This is an optimization exercise on Yosys and OpenROAD, whose aim is small area and a short achievable clock period, not a production implementation.
Where RTL was checked, it was by simulation tests only, not by an equivalence proof against the original.
Power figures rest on the tool's default switching activity, not on a simulated workload.

Setup of tundra:
// logic_probe_trigger
module logic_probe_trigger #(
    parameter int WIDTH = 128,
    parameter int CNTW  = 16
) (
    input  logic                  clock,
    input  logic                  reset,
    input  logic                  arm,
    input  logic [WIDTH-1:0]      channels,
    input  logic [WIDTH-1:0]      match_mask,
    input  logic [WIDTH-1:0]      match_value,
    input  logic [WIDTH-1:0]      edge_mask,
    input  logic [CNTW-1:0]       occurrences,
    input  logic [CNTW-1:0]       delay,
    input  logic [CNTW-1:0]       sample_div,
    output logic [WIDTH-1:0]      channels_out,
    output logic                  trigger,
    output logic                  sample,
    output logic [1:0]            status
);
==> flow/config.mk <==
export PLATFORM = sky130hd
export DESIGN_NAME = logic_probe_trigger
export DESIGN_NICKNAME = logic_probe_trigger
export VERILOG_FILES = /design/flow/design.v
export SDC_FILE = /design/flow/constraint.sdc
export NUM_CORES = 4
export LEC_CHECK = 0
export CAP_MARGIN = 20
export CORE_MARGIN = 2
export CORE_UTILIZATION = 72
export CTS_CLUSTER_DIAMETER = 80
export CTS_CLUSTER_SIZE = 30
export SETUP_SLACK_MARGIN = 1.7
export SLEW_MARGIN = 20
export SYNTH_HIERARCHICAL = 1
==> flow/constraint.sdc <==
create_clock -name core_clock -period 3.5 [get_ports {clock}]
set_input_delay 0.7000 -clock core_clock [delete_from_list [all_inputs] [get_ports {clock}]]
set_output_delay 0.7000 -clock core_clock [all_outputs]
set_load 0.01 [all_outputs]
standard.sh (not shown) runs the stock make flow with config.mk's settings and CLKGATE_MAP_FILE= SYNTH_SCRIPT=/design/flow/synth_recipe.tcl, a recipe that flattens the netlist after the stock synthesis.
==> flow/flow/run.sh <==
#!/bin/bash
# Standard layout, with plain buffers (buf_1) on the ports instead of the default delay buffers,
# and ABC told that gate outputs drive a light load (so that it does not pick x4 cells for the
# small single-gate modules of the design).
set -euo pipefail
bash standard.sh "BUFFER_PORTS_ARGS=-buffer_cell sky130_fd_sc_hd__buf_1" "ABC_LOAD_IN_FF=1" finish > standard_make.log 2>&1
For sierra, these inputs were changed with respect to tundra:
diff --git a/flow/design.v b/flow/design.v
--- a/flow/design.v
+++ b/flow/design.v
@@ -48,12 +48,13 @@
     logic             more_s;
     logic             count_s;
     logic [1:0]       hit_state_s;
     logic [1:0]       idle_state_s;
     logic [WIDTH-1:0] mask_d_s;
     logic [WIDTH-1:0] value_d_s;
+    logic [WIDTH-1:0] value_dn_s;   
     logic [WIDTH-1:0] edge_d_s;
     logic [5:0]       hit_d_s;
     logic [5:0]       idle_d_s;
     logic [5:0]       next_d_s;
     assign arm_ok_s = arm && (state_q != FIRED);
     logic [CNTW-1:0] occ_dec_s, dly_dec_s, div_dec_s;
@@ -68,19 +69,20 @@
     logic [8:0] load_s;
     for (genvar k = 0; k < 9; k++) begin : g_load
         lpt_and2b u_l (.a(arm), .bn(reset), .y(load_s[k]));
     end
     for (genvar i = 0; i < WIDTH; i++) begin : g_cfg
         lpt_mux  u_m  (.s(load_s[i/16]), .a(match_mask[i]),  .b(mask_q[i]),  .y(mask_d_s[i]));
-        lpt_mux  u_v  (.s(load_s[i/16]), .a(match_value[i]), .b(value_q[i]), .y(value_d_s[i]));
+        lpt_muxi u_v  (.s(load_s[i/16]), .a(match_value[i]), .b(value_q[i]), .y(value_dn_s[i]));
+        lpt_inv  u_vi (.a(value_dn_s[i]), .y(value_d_s[i]));
         lpt_mux  u_e  (.s(load_s[i/16]), .a(edge_mask[i]),   .b(edge_q[i]),  .y(edge_d_s[i]));
     end
     logic [WIDTH-1:0] bit_ok_s;
     logic [NGRP-1:0]  grp_d_s;
     for (genvar i = 0; i < WIDTH; i++) begin : g_bit
-        lpt_bit_ok u_ok (.q(channels[i]), .qq(ch_q[i]), .m(mask_d_s[i]), .v(value_d_s[i]),
+        lpt_bit_ok u_ok (.q(channels[i]), .qq(ch_q[i]), .m(mask_d_s[i]), .vn(value_dn_s[i]),
                          .e(edge_d_s[i]), .ok(bit_ok_s[i]));
     end
     for (genvar i = 0; i < NGRP; i++) begin : g_l1
         lpt_nand4 u_n (.a(bit_ok_s[4*i +: 4]), .y(grp_d_s[i]));
     end
     logic [15:0] grp8_s;
@@ -195,19 +197,19 @@
     assign status       = stat_q;
 endmodule
 module lpt_bit_ok (
     input  logic q,
     input  logic qq,
     input  logic m,
-    input  logic v,
+    input  logic vn,
     input  logic e,
     output logic ok
 );
     logic diff_s;   
     logic same_s;   
-    lpt_xor2 u_d (.a(q), .b(v), .y(diff_s));
+    lpt_xnor2 u_d (.a(q), .b(vn), .y(diff_s));
     lpt_xnor2 u_s (.a(q), .b(qq), .y(same_s));
     lpt_aoi32 u_o (.a1(m), .a2(e), .a3(same_s), .b1(m), .b2(diff_s), .y(ok));
 endmodule
 module lpt_xor2 (
     input  logic a,
     input  logic b,
@@ -237,12 +239,20 @@
     input  logic a,
     input  logic b,
     output logic y
 );
     assign y = s ? a : b;
 endmodule
+module lpt_muxi (
+    input  logic s,
+    input  logic a,
+    input  logic b,
+    output logic y
+);
+    assign y = ~(s ? a : b);
+endmodule
 module lpt_and2b (
     input  logic a,
     input  logic bn,
     output logic y
 );
     assign y = a & ~bn;
==> results.txt <==
The detailed route wirelength on metal3 in sierra was lower than what tundra gave. Diff tundra -> sierra | total of clock buffers placed in the layout | increase of 3. Looking at upper clock frequency limit, sierra sits about 18% above tundra. Taking tundra as the reference, in sierra worst-case hold slack picked up an extra 52 ps, overall die width picked up an extra 1.2 um, count of non-filler cells in the finished layout picked up an extra 2.1%, combinational power lost about 12%, core utilization lost 4.5 points. [sierra] time the worst path needs with I/O delays and setup fell 320 ps relative to tundra. Taking tundra over sierra, the total routed wirelength ratio works out to 1.2. Row number of non-clock inverters: sierra higher / tundra lower.
Function not checked in tundra: the RTL went through the layout flow alone.

static timing again, ports no longer ideal:
The results above use ideal ports. As a check the final layouts listed here were re-extracted and re-timed, cells and wires unchanged.
Step 1 assumes that a clkbuf_16 drives the clock port and a buf_2 every other input.
Step 2 times the ports against the registers' clock, not the clock port: input delays grow and output delays shrink by t, the midpoint of the rising clock arrivals with the driver on.
a / b / c = ideal ports / drivers / drivers and shift; a / b = the first two.
run	t (ns)	setup slack, ns	worst hold slack (ns)	worst data-port slew with drivers (ns)
tundra	0.667	1.403 / 1.319 / 0.652	0.308 / 0.278 / 0.472	0.23
sierra	0.615	1.722 / 1.666 / 1.125	0.360 / 0.331 / 0.468	0.17
After both steps setup and hold are still met in every run listed. For tundra, which loses most, drivers alone change the setup slack by -0.084 ns; drivers and shift together by -0.751 ns.
